Context: an optimization exercise on an open-source flow, tuned for a short achievable clock period and few clock cycles. The choices shown serve that exercise and are no tape-out recipe.
Only simulation tests tie the RTL to the original design; equivalence was not proved.
Power figures rest on the tool's default switching activity, not on a simulated workload.

==> design/flow/design.v <==
package proc_pkg;
    typedef logic [32-1:0] word_t;
    typedef logic [5-1:0] reg_idx_t;
    typedef logic [5-1:0] opcode_t;    
    typedef logic [5-1:0] alu_op_t;
    typedef logic [5-1:0] shamt_t;      
endpackage
module fetch_stage (
    input  logic            clock,
    input  logic            rst_n,
    input  logic            stall,           
    input  logic            redirect,        
    input  proc_pkg::word_t target,
    output proc_pkg::word_t address_imem,
    input  proc_pkg::word_t q_imem,
    output proc_pkg::word_t fd_ir,
    output proc_pkg::word_t fd_pc
);
    proc_pkg::word_t pc;           
    proc_pkg::word_t pc_plus_1;
    proc_pkg::word_t next_pc;
    logic  primed;       
    assign pc_plus_1 = pc + 32'd1;
    always_comb begin
        if (redirect) begin
            next_pc = target;
        end else if (stall || !primed) begin
            next_pc = pc;
        end else begin
            next_pc = pc_plus_1;
        end
    end
    assign address_imem = next_pc;       
    always_ff @(posedge clock) begin
        if (!rst_n) begin
            pc     <= '0;
            primed <= 1'b0;
            fd_ir  <= '0;
        end else begin
            pc     <= next_pc;
            primed <= 1'b1;
            if (redirect || !primed) begin
                fd_ir <= '0;             
            end else if (!stall) begin
                fd_ir <= q_imem;
            end                          
        end
    end
    always_ff @(posedge clock) begin
        if (!stall) begin
            fd_pc <= pc_plus_1;          
        end
    end
endmodule
module decode_stage (
    input  logic               clock,
    input  logic               rst_n,
    input  logic               redirect,
    input  proc_pkg::word_t    fd_ir,
    input  proc_pkg::word_t    fd_pc,
    output proc_pkg::reg_idx_t ctrl_read_reg_a,
    output proc_pkg::reg_idx_t ctrl_read_reg_b,
    input  proc_pkg::word_t    data_read_reg_a,
    input  proc_pkg::word_t    data_read_reg_b,
    output logic               stall,
    output proc_pkg::word_t    dx_ir,
    output proc_pkg::word_t    dx_pc,
    output proc_pkg::word_t    dx_a,
    output proc_pkg::word_t    dx_b
);
    proc_pkg::opcode_t  d_op;
    proc_pkg::reg_idx_t d_rd;
    proc_pkg::reg_idx_t d_rs;
    proc_pkg::reg_idx_t d_rt;
    proc_pkg::opcode_t  x_op;          
    proc_pkg::reg_idx_t x_rd;
    logic     b_from_rd;     
    logic     uses_rs;
    logic     uses_b;
    assign d_op = fd_ir[31:27];
    assign d_rd = fd_ir[26:22];
    assign d_rs = fd_ir[21:17];
    assign d_rt = fd_ir[16:12];
    assign x_op = dx_ir[31:27];
    assign x_rd = dx_ir[26:22];
    assign b_from_rd = (d_op == 5'd7) || (d_op == 5'd2) ||
                       (d_op == 5'd6) || (d_op == 5'd4);
    assign ctrl_read_reg_a = d_rs;
    assign ctrl_read_reg_b = b_from_rd ? d_rd : d_rt;
    assign uses_rs = !((d_op == 5'd1) || (d_op == 5'd3) || (d_op == 5'd4));
    assign uses_b  = b_from_rd || (d_op == 5'd0);
    assign stall = (x_op == 5'd8) && (x_rd != '0) &&
                   ((uses_rs && (d_rs == x_rd)) ||
                    (uses_b && (d_op != 5'd7) && (ctrl_read_reg_b == x_rd)));
    always_ff @(posedge clock) begin
        if (!rst_n) begin
            dx_ir <= '0;
        end else if (stall || redirect) begin
            dx_ir <= '0;             
        end else begin
            dx_ir <= fd_ir;
        end
    end
    always_ff @(posedge clock) begin
        dx_pc <= fd_pc;
        dx_a  <= data_read_reg_a;
        dx_b  <= data_read_reg_b;
    end
endmodule
module alu (
    input  proc_pkg::word_t   operand_a,
    input  proc_pkg::word_t   operand_b,
    input  proc_pkg::alu_op_t alu_op,
    input  proc_pkg::shamt_t  shamt,
    output proc_pkg::word_t   result,
    output logic              not_equal,
    output logic              less_than
);
    always_comb begin
        case (alu_op)
            5'd0: begin
                result = operand_a + operand_b;      
            end
            5'd1: begin
                result = operand_a - operand_b;
            end
            5'd2: begin
                result = operand_a & operand_b;
            end
            5'd3: begin
                result = operand_a | operand_b;
            end
            5'd4: begin
                result = operand_a << shamt;         
            end
            5'd5: begin
                result = $signed(operand_a) >>> shamt;   
            end
            default: begin
                result = '0;                         
            end
        endcase
    end
    assign not_equal = operand_a != operand_b;
    assign less_than = $signed(operand_a) < $signed(operand_b);
endmodule
module execute_stage (
    input  logic               clock,
    input  logic               rst_n,
    input  proc_pkg::word_t    dx_ir,
    input  proc_pkg::word_t    dx_pc,
    input  proc_pkg::word_t    dx_a,
    input  proc_pkg::word_t    dx_b,
    input  logic               wb_en,
    input  proc_pkg::reg_idx_t wb_rd,
    input  proc_pkg::word_t    wb_data,
    output logic               redirect,
    output proc_pkg::word_t    target,
    output proc_pkg::word_t    xm_ir,
    output proc_pkg::word_t    xm_o,
    output proc_pkg::word_t    xm_b
);
    proc_pkg::opcode_t  x_op;
    proc_pkg::reg_idx_t x_rd;
    proc_pkg::reg_idx_t x_rs;
    proc_pkg::reg_idx_t x_rt;
    proc_pkg::reg_idx_t src_b;         
    proc_pkg::word_t    x_imm;
    proc_pkg::word_t    x_jump_target;
    proc_pkg::opcode_t  m_op;
    proc_pkg::reg_idx_t m_rd;
    logic     m_writes;      
    logic     is_branch;
    logic     use_imm;
    logic     taken;
    proc_pkg::word_t    a_val;
    proc_pkg::word_t    b_val;
    proc_pkg::word_t    alu_a;
    proc_pkg::word_t    alu_b;
    proc_pkg::alu_op_t  alu_op;
    proc_pkg::word_t    alu_result;
    logic     not_equal;
    logic     less_than;
    proc_pkg::word_t    xm_ir_next;
    function automatic proc_pkg::word_t bypass(input proc_pkg::reg_idx_t idx, input proc_pkg::word_t latched);
        proc_pkg::word_t val;
        val = latched;
        if (idx != '0) begin
            if (m_writes && (m_rd == idx)) begin
                val = xm_o;
            end else if (wb_en && (wb_rd == idx)) begin
                val = wb_data;
            end
        end
        bypass = val;
    endfunction
    assign x_op          = dx_ir[31:27];
    assign x_rd          = dx_ir[26:22];
    assign x_rs          = dx_ir[21:17];
    assign x_rt          = dx_ir[16:12];
    assign x_imm         = {{(32 - 17){dx_ir[17-1]}}, dx_ir[16:0]};
    assign x_jump_target = {{(32 - 27){1'b0}}, dx_ir[26:0]};
    assign m_op          = xm_ir[31:27];
    assign m_rd          = xm_ir[26:22];
    assign m_writes = ((m_op == 5'd0) || (m_op == 5'd5) || (m_op == 5'd3)) &&
                      (m_rd != '0);
    assign is_branch = (x_op == 5'd2) || (x_op == 5'd6);
    assign use_imm   = (x_op == 5'd5) || (x_op == 5'd8) || (x_op == 5'd7);
    assign src_b     = (is_branch || (x_op == 5'd7) || (x_op == 5'd4)) ? x_rd : x_rt;
    always_comb begin
        a_val = bypass(x_rs, dx_a);
        b_val = bypass(src_b, dx_b);
    end
    assign alu_a  = is_branch ? b_val : a_val;
    assign alu_b  = use_imm ? x_imm : (is_branch ? a_val : b_val);
    assign alu_op = (x_op == 5'd0) ? dx_ir[6:2] : 5'd0;
    alu u_alu (
        .operand_a (alu_a),
        .operand_b (alu_b),
        .alu_op    (alu_op),
        .shamt     (dx_ir[11:7]),
        .result    (alu_result),
        .not_equal (not_equal),
        .less_than (less_than)
    );
    assign taken = ((x_op == 5'd2) && not_equal) || ((x_op == 5'd6) && less_than);
    always_comb begin
        redirect = 1'b0;
        target   = dx_pc + x_imm;        
        if (taken) begin
            redirect = 1'b1;
        end else if ((x_op == 5'd1) || (x_op == 5'd3)) begin
            redirect = 1'b1;
            target   = x_jump_target;
        end else if (x_op == 5'd4) begin
            redirect = 1'b1;
            target   = b_val;            
        end
    end
    always_comb begin
        xm_ir_next = dx_ir;
        if (x_op == 5'd3) begin
            xm_ir_next[26:22] = 5'd31;
        end
    end
    always_ff @(posedge clock) begin
        if (!rst_n) begin
            xm_ir <= '0;
        end else begin
            xm_ir <= xm_ir_next;
        end
    end
    always_ff @(posedge clock) begin
        xm_o <= (x_op == 5'd3) ? dx_pc : alu_result;    
        xm_b <= b_val;                                      
    end
endmodule
module memory_writeback_stage (
    input  logic               clock,
    input  logic               rst_n,
    input  proc_pkg::word_t    xm_ir,
    input  proc_pkg::word_t    xm_o,
    input  proc_pkg::word_t    xm_b,
    output proc_pkg::word_t    address_dmem,
    output proc_pkg::word_t    data,
    output logic               wren,
    input  proc_pkg::word_t    q_dmem,
    output logic               ctrl_write_enable,
    output proc_pkg::reg_idx_t ctrl_write_reg,
    output proc_pkg::word_t    data_write_reg,
    output logic               wb_en,
    output proc_pkg::reg_idx_t wb_rd,
    output proc_pkg::word_t    wb_data
);
    proc_pkg::opcode_t  m_op;
    proc_pkg::reg_idx_t m_rd;
    proc_pkg::word_t    mw_ir;         
    proc_pkg::word_t    mw_o;
    proc_pkg::opcode_t  w_op;
    proc_pkg::reg_idx_t w_rd;
    logic     w_writes;
    proc_pkg::word_t    w_data;
    assign m_op = xm_ir[31:27];
    assign m_rd = xm_ir[26:22];
    assign address_dmem = xm_o;
    assign wren         = (m_op == 5'd7);
    assign data         = (w_writes && (w_rd == m_rd)) ? w_data : xm_b;
    always_ff @(posedge clock) begin
        if (!rst_n) begin
            mw_ir <= '0;
        end else begin
            mw_ir <= xm_ir;
        end
    end
    always_ff @(posedge clock) begin
        mw_o <= xm_o;
    end
    assign w_op = mw_ir[31:27];
    assign w_rd = mw_ir[26:22];
    assign w_writes = ((w_op == 5'd0) || (w_op == 5'd5) ||
                       (w_op == 5'd8) || (w_op == 5'd3)) && (w_rd != '0);
    assign w_data   = (w_op == 5'd8) ? q_dmem : mw_o;
    assign ctrl_write_enable = w_writes;
    assign ctrl_write_reg    = w_rd;
    assign data_write_reg    = w_data;
    assign wb_en   = w_writes;
    assign wb_rd   = w_rd;
    assign wb_data = w_data;
endmodule
module processor (
    input  logic               clock,
    input  logic               rst_n,
    output proc_pkg::word_t    address_imem,
    input  proc_pkg::word_t    q_imem,
    output proc_pkg::word_t    address_dmem,
    output proc_pkg::word_t    data,
    output logic               wren,
    input  proc_pkg::word_t    q_dmem,
    output logic               ctrl_write_enable,
    output proc_pkg::reg_idx_t ctrl_write_reg,
    output proc_pkg::reg_idx_t ctrl_read_reg_a,
    output proc_pkg::reg_idx_t ctrl_read_reg_b,
    output proc_pkg::word_t    data_write_reg,
    input  proc_pkg::word_t    data_read_reg_a,
    input  proc_pkg::word_t    data_read_reg_b
);
    logic     stall;         
    logic     redirect;      
    proc_pkg::word_t    target;
    logic     wb_en;         
    proc_pkg::reg_idx_t wb_rd;
    proc_pkg::word_t    wb_data;
    proc_pkg::word_t    fd_ir;         
    proc_pkg::word_t    fd_pc;
    proc_pkg::word_t    dx_ir;         
    proc_pkg::word_t    dx_pc;
    proc_pkg::word_t    dx_a;
    proc_pkg::word_t    dx_b;
    proc_pkg::word_t    xm_ir;         
    proc_pkg::word_t    xm_o;
    proc_pkg::word_t    xm_b;
    fetch_stage u_fetch (
        .clock        (clock),
        .rst_n        (rst_n),
        .stall        (stall),
        .redirect     (redirect),
        .target       (target),
        .address_imem (address_imem),
        .q_imem       (q_imem),
        .fd_ir        (fd_ir),
        .fd_pc        (fd_pc)
    );
    decode_stage u_decode (
        .clock           (clock),
        .rst_n           (rst_n),
        .redirect        (redirect),
        .fd_ir           (fd_ir),
        .fd_pc           (fd_pc),
        .ctrl_read_reg_a (ctrl_read_reg_a),
        .ctrl_read_reg_b (ctrl_read_reg_b),
        .data_read_reg_a (data_read_reg_a),
        .data_read_reg_b (data_read_reg_b),
        .stall           (stall),
        .dx_ir           (dx_ir),
        .dx_pc           (dx_pc),
        .dx_a            (dx_a),
        .dx_b            (dx_b)
    );
    execute_stage u_execute (
        .clock    (clock),
        .rst_n    (rst_n),
        .dx_ir    (dx_ir),
        .dx_pc    (dx_pc),
        .dx_a     (dx_a),
        .dx_b     (dx_b),
        .wb_en    (wb_en),
        .wb_rd    (wb_rd),
        .wb_data  (wb_data),
        .redirect (redirect),
        .target   (target),
        .xm_ir    (xm_ir),
        .xm_o     (xm_o),
        .xm_b     (xm_b)
    );
    memory_writeback_stage u_memory_writeback (
        .clock             (clock),
        .rst_n             (rst_n),
        .xm_ir             (xm_ir),
        .xm_o              (xm_o),
        .xm_b              (xm_b),
        .address_dmem      (address_dmem),
        .data              (data),
        .wren              (wren),
        .q_dmem            (q_dmem),
        .ctrl_write_enable (ctrl_write_enable),
        .ctrl_write_reg    (ctrl_write_reg),
        .data_write_reg    (data_write_reg),
        .wb_en             (wb_en),
        .wb_rd             (wb_rd),
        .wb_data           (wb_data)
    );
endmodule
==> design/flow/run.sh <==
#!/bin/bash
# synth_recipe.tcl (not shown) runs the flow's synth.tcl, then flattens the netlist and writes it again
# the make line also repeats each setting of config.mk as NAME=value (left out here)
make -C /OpenROAD-flow-scripts/flow DESIGN_CONFIG=/design/flow/config.mk WORK_HOME=/design/flow/orfs CLKGATE_MAP_FILE= SYNTH_SCRIPT=/design/flow/synth_recipe.tcl finish
==> design/flow/config.mk <==
export PLATFORM = sky130hd
export DESIGN_NAME = processor
export DESIGN_NICKNAME = processor
export VERILOG_FILES = /design/flow/design.v
export SDC_FILE = /design/flow/constraint.sdc
export NUM_CORES = 4
export LEC_CHECK = 0
export CAP_MARGIN = 20
export CORE_MARGIN = 2
export CORE_UTILIZATION = 40
export SETUP_SLACK_MARGIN = 0.3
export SLEW_MARGIN = 20
==> design/flow/constraint.sdc <==
create_clock -name core_clock -period 9.5 [get_ports {clock}]
set_input_delay 1.9000 -clock core_clock [delete_from_list [all_inputs] [get_ports {clock}]]
set_output_delay 1.9000 -clock core_clock [all_outputs]
set_load 0.01 [all_outputs]
==> run notes <==
power by group:
part	switching, mW	internal, mW
Sequential	0.210	1.68
Clock	0.641	0.906
Combinational	2.08	1.27
Total	2.93	3.86
per-stage QoR:
stage / setup slack (ps) / instance area [sq um] / total power [mW]
2_1_floorplan: 1500 / 25900 / 3.36
3_3_place_gp: -117 / 30800 / 5.03
3_5_place_dp: -187 / 30800 / 5.03
4_1_cts: 294 / 32300 / 6.60
5_1_grt: 196 / 32500 / 6.95
6_report: 419 / 32500 / 6.78
layout make-up:
| cell class | count | area [sq um] |
|---|---|---|
| fill | 6175 | 31800 |
| multi-input combinational | 2483 | 17600 |
| sequential | 341 | 7160 |
| timing repair buffer | 527 | 4800 |
| clock buffer | 51 | 1140 |
| tap | 855 | 1070 |
| inverter | 154 | 578 |
| clock inverter | 16 | 160 |
| antenna | 9 | 22.5 |
worst max-delay path by stage:
| stage | slack [ps] | endpoint | start |
|---|---|---|---|
| after floorplan | 1500 | address_imem[26] | q_dmem[17] |
| after global placement | -120 | address_imem[31] | q_dmem[0] |
| after detailed placement | -190 | address_imem[31] | q_dmem[0] |
| after CTS | 290 | address_imem[31] | u_decode.dx_ir[27]$_SDFF_PP0_ |
| after global routing | 200 | address_imem[31] | q_dmem[9] |
| final | 420 | address_imem[31] | u_decode.dx_ir[16]$_SDFF_PP0_ |
placed cells by master (no fill, tap or decap), types with 32 or more instances in the layout:
cell type / count
clkdlybuf4s50_1: 271
o211ai_1: 44
nand4_1: 35
xor2_1: 64
inv_1: 136
dfxtp_1: 299
nor3_1: 65
edfxtp_1: 32
buf_4: 240
nand2_1: 250
nand3_1: 71
a211oi_1: 33
xnor2_1: 67
ha_1: 144
o21ai_0: 167
a21oi_1: 223
mux2i_1: 113
mux2_2: 82
o22ai_1: 55
nor2_1: 303
clkbuf_16: 42
and2_1: 96
a21o_1: 39
timing repair:
| item | 4_1_cts | 5_1_grt |
|---|---|---|
| pin swaps | 3 | 7 |
| buffers inserted | 2 | 5 |
| resized for setup | 39 | 32 |
| setup endpoints to repair | 32 | 32 |
routing by layer:
layer | wire length, microns | track usage, % | share of wire [%]
met5 | 181 | 0 | 0.12
met4 | 9870 | 22.7 | 6.5
met3 | 19900 | 15.8 | 13
met2 | 63000 | 64.9 | 42
met1 | 58300 | 55.1 | 39
cell families after synthesis:
kind of cell	Yosys count	synth area share, %
AO/OA/AOI/OAI	973	25.6
XOR/XNOR	131	4.43
adder cells (fa/ha/maj)	151	7.36
buffers and inverters	394	6.18
flip-flops	341	27.6
multiplexers	221	10.1
AND/OR/NAND/NOR	1007	18.7
==> results by group <==
Worst setup path
  – Crit end category: output pin
  – RR Endpoint: u_execute.xm_o[31]$_DFF_P_
  – Crit path top cell by count: o21ai_0
  – Critical path type: reg -> out
  – R2R setup slack: 1550 ps
  – WP data required: 7600 ps
  – CP max FO: 22
  – Worst r2r path cells: 28
  – CP peak stage delay: 630 ps
  – Worst reg2reg path startpoint: u_memory_writeback.mw_ir[23]$_SDFF_PN0_
  – CP startpoint kind: flop
  – CP bufs+invs: 5
  – Worst path slowest cell: dfxtp_1
  – Crit path depth: 24
  – Cell family with most CP delay: compound AO/OA/AOI/OAI gates
  – WP data arrival: 7180 ps
  – Worst path cell trace: xor2_1 > a221o_1 > o21ai_0 > and4_1 > and3_1 > buf_12 > buf_4 > o31a_2 > a21oi_1 > o21ai_0 > inv_1 > ha_1 > o21ai_0 > a21oi_1 > o21bai_1 > a21oi_1 > o21ai_2 > a31oi_1 > a211oi_4 > nand2b_4 > o21ai_0 > o32ai_1 > buf_4 > clkdlybuf4s50_1

Global routing
  – Vias in the first global route: 28120
  – Grt total ovfl: 0
  – Total track usage: 43.6%
  – First-pass GRT wire length: 211000 microns
  – Initial antenna violation count: 15
  – Largest net degree at the start of global routing: 56

Synthesis
  – Seq/Total Area, Yosys: 27.6%
  – Yosys Warn Count: 5
  – Ranking of synthesized cells by area: dfxtp_1 (24%), ha_1 (7.1%), a21oi_1 (4.6%)
  – Commonest cells post-synth: dfxtp_1 (309), nor2_1 (309), nand2_1 (250)
  – Mapped Area: 25900 sq um
  – Distinct cells, synth: 98
  – Cell taking the most area after synthesis: dfxtp_1
  – Synth Register Bits: 341
  – EDFF count, synth: 32
  – Post-synth ARST share: 0%
  – Post-synth net total: 3497
  – Main synth FF type: dfxtp_1
  – Top-area cell type share of the netlist area: 23.9%
  – Cells after synthesis: 3218
  – Post-Syn Area per Cell: 8.05 sq um

Route
  – Initial DRC Count: 4509
  – Final wirelength: 151000 microns
  – Per-cell routed wire length: 34.1 microns
  – Antenna Nets Post-Route: 0
  – Overall via count from detail_route: 29573
  – DRC errors left: 0
  – Drt pass-1 iters: 13
  – Vias/cell: 6.67

CTS
  – Num Clock Sinks: 341
  – Post-CTS Hold Buffers: 0
  – Clock root buffer: clkbuf_16
  – CTS tree: done
  – Clk latency of the worst-skew pair: 580 ps
  – Max clock buf depth: 3
  – Clock H-tree levels: 2
  – CTS buffer count: 39
  – Reg clk slew, reported paths: 60 ps

Floorplanning
  – Rows: 93
  – Die area: 66800 sq um
  – I/O pin count: 275
  – Die W: 259 microns
  – Initial Utilization: 40.3%
  – Die Y: 259 microns
  – Core region area: 64200 sq um

Power and ir drop
  – Max VDD drop: 0.000172 V
  – Power per Cell Area: 209 nW/um^2
  – Leak Pwr: 13.5 nW

Finish
  – Fin nets: 3825
  – Area Overhead vs Synth: 25.4%
  – Finished Layout Cells: 4436
  – Share of layout cells above drive strength 1: 15.4%
  – Core Util, Final: 50.6%

STA
  – Minimum clock period: 9080 ps
  – Final period utilization: 95.6%
  – Tightest Pin Transition: 1170 ps
  – Final setup violating endpoints: 0
  – Relative slew slack: 21.7%
  – WHS: 320 ps
  – Max-slew violations: 0
  – TNS Setup: 0 ps
  – Fmax: 0.110 GHz
  – Clock Skew: 46.9 ps
  – RSZ-0062 raised after global routing: true
  – Final hold viol count: 0

Worst hold path
  – Hold Path End: u_decode.dx_pc[23]$_DFF_P_
  – Hold path depth: 0
  – Hold path start: u_fetch.fd_pc[23]$_DFFE_PN_
  – Hold WC Path Type: reg -> reg

Job
  – Max_cap viols: 0

Place
  – Routability cong.: 1.13
  – Placed insts: 4353
  – Post-detail-place hpwl: 119000 microns
  – Port Buffers: 274

Status
  – Status: timing/DRC/antenna clean
Testbench counts, summed over its fixed seeds: cycles 41,476.

## separate check: timing with driven ports
Ports are ideal in the flow. The routed layout listed here was re-timed in OpenROAD.
Step 1 sets driving cells, clkbuf_16 on the clock port and buf_2 on the other inputs (assumed; they add their load-dependent delay and slew).
Step 2 also shifts input and output timing later by t, the mid clock arrival at the registers, as if the neighbouring blocks saw the same clock.
Three values: ideal, step 1, step 2; two values: the first two.
t, ns: 0.621
slack for setup (ns): 0.419 / 0.360 / 0.398
worst hold slack (ns): 0.320 / 0.320 / 0.320
After both steps this run still meets setup and hold. For this run, drivers alone change the setup slack by -0.059 ns; drivers and shift together by -0.021 ns.
